From an optimization exercise on the open Yosys and OpenROAD flow, aimed at small area, a short achievable clock period and few clock cycles per item; shortcuts taken in it are not production practice.

Design div_top, start of the top module:
module div_top #(
    parameter int R = 2                  
) (
    input  wire         clk,
    input  wire         rst_n,
    input  wire  [31:0] op1,     
    input  wire  [31:0] op2,     
    input  wire  [2:0]  funct3,
    input  wire         start,
    input  wire         ack,
    output logic [31:0] result,
    output logic        done
);
    localparam logic [1:0] S_IDLE = 2'd0, S_SETUP = 2'd1, S_ITER = 2'd2, S_NEG = 2'd3;
    localparam int DW = 33;              
    localparam int W  = DW + R;          
    logic [1:0]    st;
    logic [31:0]   a_r;    
    logic [DW-1:0] b_r;    
    logic [31:0]   q_r;    
    logic [1:0]    fn;     
    logic [4:0]    cnt;    
    logic          neg;    
    logic accept;
    assign accept = start && (st == S_IDLE) && (!done || ack);
    logic        sgn, a_neg, b_neg, is_rem;
    logic [31:0] a_inv, aa, bb, a_1c, b_1c;
    logic        div0, ovfl, zero_q;
    logic [5:0]  la, lb;                 
    logic [5:0]  sh, sh_lo;
    logic [4:0]  n_it;
    logic [31:0] imm;
  ...
==> module div_top, before the edit <==
module div_top #(
    parameter int R = 2                  
) (
    input  wire         clk,
    input  wire         rst_n,
    input  wire  [31:0] op1,     
    input  wire  [31:0] op2,     
    input  wire  [2:0]  funct3,
    input  wire         start,
    input  wire         ack,
    output logic [31:0] result,
    output logic        done
);
    localparam logic [1:0] S_IDLE = 2'd0, S_SETUP = 2'd1, S_ITER = 2'd2, S_NEG = 2'd3;
    localparam int DW = 33;              
    localparam int W  = DW + R;          
    logic [1:0]    st;
    logic [31:0]   a_r;    
    logic [DW-1:0] b_r;    
    logic [31:0]   q_r;    
    logic [1:0]    fn;     
    logic [4:0]    cnt;    
    logic          neg;    
    logic accept;
    assign accept = start && (st == S_IDLE) && (!done || ack);
    logic        sgn, a_neg, b_neg, is_rem;
    logic [31:0] a_inv, aa, bb, a_1c, b_1c;
    logic        div0, ovfl, zero_q;
    logic [5:0]  la, lb;                 
    logic [5:0]  sh, sh_lo;
    logic [4:0]  n_it;
    logic [31:0] imm;
    assign is_rem = fn[1];
    assign sgn    = !fn[0];
    assign a_neg  = sgn && a_r[31];
    assign b_neg  = sgn && b_r[31];
    assign a_inv  = -a_r;                
    assign aa     = a_neg ? a_inv : a_r;
    assign bb     = b_neg ? -b_r[31:0] : b_r[31:0];
    assign a_1c   = a_neg ? ~a_r : a_r;
    assign div0   = (b_r[31:0] == 32'd0);
    assign ovfl   = sgn && (a_r == 32'h8000_0000) && (b_r[31:0] == 32'hffff_ffff);
    always_comb begin
        la = 6'd0;
        lb = 6'd0;
        for (int i = 0; i < 32; i++) begin
            if (a_1c[i]) la = 6'(i + 1);
            if (bb[i])   lb = 6'(i + 1);
        end
        la = la + 6'(a_neg);             
    end
    assign zero_q = (a_r == 32'd0) || (la < lb);
    assign sh     = la - lb;
    assign n_it   = 5'(sh / R);
    assign sh_lo  = 6'(n_it * R);
    always_comb begin
        if (is_rem) imm = ovfl ? 32'd0 : a_r;
        else        imm = div0 ? 32'hffff_ffff : (ovfl ? a_r : 32'd0);
    end
    logic [W-1:0]  rem [0:R];
    logic [R-1:0]  qb;
    logic [31:0]   qn;
    always_comb begin
        rem[0] = W'(a_r);
        for (int j = 0; j < R; j++) begin
            logic [W:0] t;
            t = {1'b0, rem[j]} - ({1'b0, W'(b_r)} << (R - 1 - j));
            qb[R-1-j] = !t[W];
            rem[j+1]  = t[W] ? rem[j] : t[W-1:0];
        end
    end
    assign qn = {q_r[31-R:0], qb};
    always_ff @(posedge clk or negedge rst_n) begin
        if (!rst_n) begin
            st   <= S_IDLE;
            done <= 1'b0;
        end else begin
            case (st)
                S_IDLE: begin
                    if (accept) begin
                        st   <= S_SETUP;
                        done <= 1'b0;
                    end else if (ack) begin
                        done <= 1'b0;
                    end
                end
                S_SETUP: begin
                    if (div0 || ovfl || zero_q) begin
                        st   <= S_IDLE;
                        done <= 1'b1;
                    end else begin
                        st <= S_ITER;
                    end
                end
                S_ITER: begin
                    if (cnt == 5'd0) begin
                        if (neg) begin
                            st <= S_NEG;
                        end else begin
                            st   <= S_IDLE;
                            done <= 1'b1;
                        end
                    end
                end
                default: begin
                    st   <= S_IDLE;
                    done <= 1'b1;
                end
            endcase
        end
    end
    always_ff @(posedge clk) begin
        case (st)
            S_IDLE: begin
                if (accept) begin
                    a_r <= op1;
                    b_r <= DW'(op2);
                    fn  <= funct3[1:0];
                end
            end
            S_SETUP: begin
                q_r <= 32'd0;
                cnt <= n_it;
                neg <= is_rem ? a_neg : (a_neg ^ b_neg);
                b_r <= DW'(bb) << sh_lo;
                a_r <= (div0 || ovfl || zero_q) ? imm : aa;
            end
            S_ITER: begin
                q_r <= qn;
                b_r <= b_r >> R;
                cnt <= cnt - 5'd1;
                a_r <= (cnt == 5'd0 && !is_rem) ? qn : rem[R][31:0];
            end
            default: begin
                a_r <= a_inv;
            end
        endcase
    end
    assign result = a_r;
endmodule
==> flow/config.mk <==
export PLATFORM = sky130hd
export DESIGN_NAME = div_top
export DESIGN_NICKNAME = div_top
export VERILOG_FILES = /design/flow/design.v
export SDC_FILE = /design/flow/constraint.sdc
export NUM_CORES = 4
export LEC_CHECK = 0
export ABC_CLOCK_PERIOD_IN_PS = 3000
export CAP_MARGIN = 20
export CORE_MARGIN = 2
export CORE_UTILIZATION = 40
export SLEW_MARGIN = 20
==> flow/constraint.sdc <==
create_clock -name core_clock -period 17.5 [get_ports {clk}]
set_input_delay 3.5000 -clock core_clock [delete_from_list [all_inputs] [get_ports {clk}]]
set_output_delay 3.5000 -clock core_clock [all_outputs]
set_load 0.01 [all_outputs]
run.sh (not shown) runs the stock make flow with config.mk's settings and CLKGATE_MAP_FILE= SYNTH_SCRIPT=/design/flow/synth_recipe.tcl, a recipe that flattens the netlist after the stock synthesis.
Rerun with:
--- a/flow/design.v
+++ b/flow/design.v
@@ -1,9 +1,9 @@
 `timescale 1ns/1ps
 `default_nettype none
 module div_top #(
-    parameter int R = 2                  
+    parameter int R = 1                  
 ) (
     input  wire         clk,
     input  wire         rst_n,
     input  wire  [31:0] op1,     
     input  wire  [31:0] op2,     
Effect: Wire length fell by 22%; global-route usage fell by 1.1 points; worst setup slack gains 0.31 ns; sequential share of layout area rose by 4.5 points; critical path depth rose by 6.
No run of this note included a check of the RTL's function; only the layout flow was run.

========
## main
Another version of the RTL of div_top (not shown whole).
For scale: roughly 2300 cells after synthesis, ~110 flip-flops, about 100 I/O pins.
==> module div_top, before the edit <==
module div_top (
    input  wire         clk,
    input  wire         rst_n,
    input  wire  [31:0] op1,     
    input  wire  [31:0] op2,     
    input  wire  [2:0]  funct3,
    input  wire         start,
    input  wire         ack,
    output logic [31:0] result,
    output logic        done
);
    localparam logic [1:0] S_IDLE = 2'd0, S_SETUP = 2'd1, S_ITER = 2'd2, S_NEG = 2'd3;
    localparam int DW = 33;              
    localparam int W  = 36;              
    logic [1:0]    st;
    logic [31:0]   a_r;    
    logic [DW-1:0] b_r;    
    logic [31:0]   q_r;    
    logic [1:0]    fn;     
    logic          a_ng;   
    logic          b_ng;   
    logic [3:0]    cnt;    
    logic          neg;    
    logic accept;
    assign accept = start && (st == S_IDLE) && (!done || ack);
    logic        sgn_i, an_i, bn_i, rem_i;
    logic        div0_i, zq_i, fin_i;
    logic [31:0] imm_i;
    assign rem_i  = funct3[1];
    assign sgn_i  = !funct3[0];
    assign an_i   = sgn_i && op1[31];
    assign bn_i   = sgn_i && op2[31];
    assign div0_i = (op2 == 32'd0);
    assign zq_i   = (op1 < op2) && !an_i && !bn_i;
    assign fin_i  = div0_i || zq_i;
    assign imm_i = rem_i ? op1 : {32{div0_i}};
    logic        is_rem, ovfl;
    logic [31:0] aa, bb;
    logic [6:0]  sh;
    logic        sh_ng;
    logic [DW-1:0] b_al;                
    assign is_rem = fn[1];
    assign ovfl   = a_ng && b_ng && (a_r == 32'h7fff_ffff) && (b_r[31:0] == 32'd0);
    assign aa     = a_r + 32'(a_ng);     
    assign bb     = b_r[31:0] + 32'(b_ng);
    function automatic logic [5:0] top_bit(input logic [31:0] x);  
        logic [7:0] nz;
        logic [1:0] loc [0:7];
        logic [2:0] g;
        for (int i = 0; i < 8; i++) begin
            nz[i]  = |x[4*i +: 4];
            loc[i] = x[4*i+3] ? 2'd3 : x[4*i+2] ? 2'd2 : x[4*i+1] ? 2'd1 : 2'd0;
        end
        g[2] = |nz[7:4];
        g[1] = g[2] ? |nz[7:6] : |nz[3:2];
        g[0] = g[2] ? (g[1] ? nz[7] : nz[5]) : (g[1] ? nz[3] : nz[1]);
        top_bit = {~|nz, g, loc[g]};
    endfunction
    logic [5:0] ta, tb;
    assign ta = top_bit(a_r);
    assign tb = top_bit(b_r[31:0]);
    assign sh    = 7'({1'b0, ta[4:0]}) + 7'(a_ng) - 7'({1'b0, tb[4:0]});
    assign sh_ng = sh[6];
    assign b_al  = sh_ng ? DW'(bb) : DW'(bb) << {sh[4:1], 1'b0};
    logic [W-1:0] r0, d1, d2, cs_s, cs_c;
    logic [W:0]   t1, t2, t3;
    logic         ge1, ge2, ge3;
    logic [1:0]   qd;
    logic [31:0]  r_nx, qn;
    assign r0 = W'(a_r);
    assign d1 = W'(b_r);
    assign d2 = W'(b_r) << 1;
    assign cs_s = r0 ^ ~d1 ^ ~d2;
    assign cs_c = (r0 & ~d1) | (r0 & ~d2) | (~d1 & ~d2);
    assign t1 = {1'b0, r0} - {1'b0, d1};
    assign t2 = {1'b0, r0} - {1'b0, d2};
    assign t3 = {1'b0, cs_s} + {cs_c, 1'b1} + (W + 1)'(1);
    assign ge1 = !t1[W];
    assign ge2 = !t2[W];
    assign ge3 = !t3[W];
    always_comb begin
        if (ge3)      begin qd = 2'd3; r_nx = t3[31:0]; end
        else if (ge2) begin qd = 2'd2; r_nx = t2[31:0]; end
        else if (ge1) begin qd = 2'd1; r_nx = t1[31:0]; end
        else          begin qd = 2'd0; r_nx = a_r;      end
    end
    assign qn = {q_r[29:0], qd};
    always_ff @(posedge clk or negedge rst_n) begin
        if (!rst_n) begin
            st   <= S_IDLE;
            done <= 1'b0;
        end else begin
            case (st)
                S_IDLE: begin
                    if (accept) begin
                        st   <= fin_i ? S_IDLE : S_SETUP;
                        done <= fin_i;
                    end else if (ack) begin
                        done <= 1'b0;
                    end
                end
                S_SETUP: begin
                    if (ovfl) begin
                        st   <= S_IDLE;
                        done <= 1'b1;
                    end else begin
                        st <= S_ITER;
                    end
                end
                S_ITER: begin
                    if (cnt == 4'd0) begin
                        if (neg) begin
                            st <= S_NEG;
                        end else begin
                            st   <= S_IDLE;
                            done <= 1'b1;
                        end
                    end
                end
                default: begin
                    st   <= S_IDLE;
                    done <= 1'b1;
                end
            endcase
        end
    end
    always_ff @(posedge clk) begin
        case (st)
            S_IDLE: begin
                if (accept) begin
                    q_r  <= imm_i;
                    fn   <= funct3[1:0];
                    a_ng <= an_i;
                    b_ng <= bn_i;
                end
            end
            S_SETUP: begin
                q_r[31] <= q_r[31] ^ ovfl;
                neg     <= is_rem ? a_ng : (a_ng ^ b_ng);
            end
            S_ITER: begin
                q_r <= (cnt == 4'd0 && is_rem) ? r_nx : qn;
            end
            default: begin
                q_r <= ~q_r + 32'd1;
            end
        endcase
    end
    always_ff @(posedge clk) begin
        case (st)
            S_IDLE: begin
                a_r <= an_i ? ~op1 : op1;
                b_r <= DW'(bn_i ? ~op2 : op2);
            end
            S_SETUP: begin
                a_r <= aa;
                b_r <= b_al;
            end
            default: begin
                a_r <= r_nx;
                b_r <= b_r >> 2;
            end
        endcase
        cnt <= (st == S_SETUP) ? (sh_ng ? 4'd0 : sh[4:1]) : cnt - 4'd1;
    end
    assign result = q_r;
endmodule
export LEC_CHECK = 0
export CAP_MARGIN = 20
export CORE_MARGIN = 2
export CORE_UTILIZATION = 40
export SLEW_MARGIN = 20
create_clock -name core_clock -period 17.5 [get_ports {clk}]
standard.sh (not shown) runs the stock make flow with config.mk's settings and CLKGATE_MAP_FILE= SYNTH_SCRIPT=/design/flow/synth_recipe.tcl, a recipe that flattens the netlist after the stock synthesis.
==> flow/flow/run.sh <==
#!/bin/bash
# standard layout (the standard.sh) with two changes to how it is made:
#  - the port buffers are buf_4 cells instead of the smallest buffer
#  - the timing repair is asked to leave MARGIN ns of setup slack at the design's
#    clock period (the constraints themselves are unchanged)
set -uo pipefail
MARGIN=12
bash standard.sh "BUFFER_PORTS_ARGS=-buffer_cell sky130_fd_sc_hd__buf_4" \
    SETUP_SLACK_MARGIN=$MARGIN finish > make_finish.log 2>&1
The inputs of the feature branch differ from those of main as listed below.
--- a/flow/design.v
+++ b/flow/design.v
@@ -25,25 +25,25 @@
     logic          neg;    
     logic accept;
     assign accept = start && (st == S_IDLE) && (!done || ack);
     logic        sgn_i, an_i, bn_i, rem_i;
-    logic        div0_i, zq_i, fin_i;
+    logic        div0_i, ovfl_i, zq_i, fin_i;
     logic [31:0] imm_i;
     assign rem_i  = funct3[1];
     assign sgn_i  = !funct3[0];
     assign an_i   = sgn_i && op1[31];
     assign bn_i   = sgn_i && op2[31];
     assign div0_i = (op2 == 32'd0);
+    assign ovfl_i = sgn_i && (op1 == 32'h8000_0000) && (op2 == 32'hffff_ffff);
     assign zq_i   = (op1 < op2) && !an_i && !bn_i;
-    assign fin_i  = div0_i || zq_i;
-    assign imm_i = rem_i ? op1 : {32{div0_i}};
-    logic        is_rem, ovfl;
+    assign fin_i  = div0_i || ovfl_i || zq_i;
+    assign imm_i[30:0] = rem_i ? op1[30:0] : {31{div0_i}};
+    assign imm_i[31]   = (rem_i ? op1[31] : div0_i) ^ ovfl_i;
+    logic        is_rem;
     logic [31:0] aa, bb;
     logic [6:0]  sh;
-    logic        sh_ng;
-    logic [DW-1:0] b_al;                
+    logic [5:0]  sh_c;                   
     assign is_rem = fn[1];
-    assign ovfl   = a_ng && b_ng && (a_r == 32'h7fff_ffff) && (b_r[31:0] == 32'd0);
     assign aa     = a_r + 32'(a_ng);     
     assign bb     = b_r[31:0] + 32'(b_ng);
     function automatic logic [5:0] top_bit(input logic [31:0] x);  
         logic [7:0] nz;
@@ -60,11 +60,11 @@
     endfunction
     logic [5:0] ta, tb;
     assign ta = top_bit(a_r);
     assign tb = top_bit(b_r[31:0]);
-    assign sh    = 7'({1'b0, ta[4:0]}) + 7'(a_ng) - 7'({1'b0, tb[4:0]});
-    assign sh_ng = sh[6];
-    assign b_al  = sh_ng ? DW'(bb) : DW'(bb) << {sh[4:1], 1'b0};
+    assign sh   = 7'(signed'(ta[5] ? 6'h3f : {1'b0, ta[4:0]}))
+                - 7'(signed'(tb[5] ? 6'h3f : {1'b0, tb[4:0]})) + 7'(a_ng);
+    assign sh_c = sh[6] ? 6'd0 : (sh[5] ? 6'd31 : sh[5:0]);
     logic [W-1:0] r0, d1, d2, cs_s, cs_c;
     logic [W:0]   t1, t2, t3;
     logic         ge1, ge2, ge3;
     logic [1:0]   qd;
@@ -100,16 +100,9 @@
                     end else if (ack) begin
                         done <= 1'b0;
                     end
                 end
-                S_SETUP: begin
-                    if (ovfl) begin
-                        st   <= S_IDLE;
-                        done <= 1'b1;
-                    end else begin
-                        st <= S_ITER;
-                    end
-                end
+                S_SETUP: st <= S_ITER;
                 S_ITER: begin
                     if (cnt == 4'd0) begin
                         if (neg) begin
                             st <= S_NEG;
@@ -136,10 +129,10 @@
                     b_ng <= bn_i;
                 end
             end
             S_SETUP: begin
-                q_r[31] <= q_r[31] ^ ovfl;
-                neg     <= is_rem ? a_ng : (a_ng ^ b_ng);
+                q_r <= 32'd0;
+                neg <= is_rem ? a_ng : (a_ng ^ b_ng);
             end
             S_ITER: begin
                 q_r <= (cnt == 4'd0 && is_rem) ? r_nx : qn;
             end
@@ -155,16 +148,16 @@
                 b_r <= DW'(bn_i ? ~op2 : op2);
             end
             S_SETUP: begin
                 a_r <= aa;
-                b_r <= b_al;
+                b_r <= DW'(bb) << {sh_c[4:1], 1'b0};
             end
             default: begin
                 a_r <= r_nx;
                 b_r <= b_r >> 2;
             end
         endcase
-        cnt <= (st == S_SETUP) ? (sh_ng ? 4'd0 : sh[4:1]) : cnt - 4'd1;
+        cnt <= (st == S_SETUP) ? sh_c[4:1] : cnt - 4'd1;
     end
     assign result = q_r;
 endmodule
 `default_nettype wire
[summary]
- The feature branch packs its core tighter than main.
- From main to the feature branch the numbers moved as follows: worst path arrival time shows an increase of 0.45 ns, synthesized cell count went up.
- The global-route wire length before repair of the feature branch was inferior to that of main.
- Relative to main, final critical delay including setup and external delays has gone up in the feature branch.
- | pre-CTS setup slack | the feature branch vs main | better |
- In the tables for the feature branch and main, placed cell count reads lower with main.
- The feature branch was carried through to the last stage, and its layout satisfied the timing, DRC and antenna checks.
- Looking at critical path depth across the feature branch and main, the one that comes out lower is main.
- Across both runs, worst slack on hold paths was higher for the feature branch than for main.
- The clock edge transition at the registers on the reported setup and hold paths was comparable across the feature branch and main.
- Compared to main, the feature branch has design area 1500 um^2 higher.
- Of the feature branch and main, the lower netlist area before placement belongs to main.
Function was not checked in any run of this note: the RTL went through the layout flow alone.

-- what the ideal ports hide --
The flow's constraints put no driver on any port. The routed layouts listed below were extracted and timed again, unchanged, in two steps.
Step 1, drivers: a clkbuf_16 drives clk and a buf_2 each remaining input, both assumed.
Step 2 adds t to the input delays and takes it off the output delays; t is the mean of the earliest and latest rising clock arrival at the registers after step 1. Input paths then give back, and output paths get back, about the clock's delay inside the block.
Three values: ideal, step 1, step 2; two values: the first two.
run	shift t [ns]	setup WS [ns]	clock arrival spread, ns	worst register clock-pin slew, ns
the first run of note 1	0.432	9.292 / 9.292 / 9.292	0.015 / 0.015	0.09 / 0.09
the second run of note 1	0.423	9.601 / 9.601 / 9.601	0.019 / 0.018	0.10 / 0.10
main	0.434	12.155 / 12.180 / 11.745	0.016 / 0.017	0.09 / 0.09
the feature branch	0.435	11.794 / 11.794 / 11.612	0.013 / 0.013	0.09 / 0.09
After both steps setup and hold are still met in every run listed. For main, which loses most, drivers alone change the setup slack by +0.025 ns; drivers and shift together by -0.410 ns.
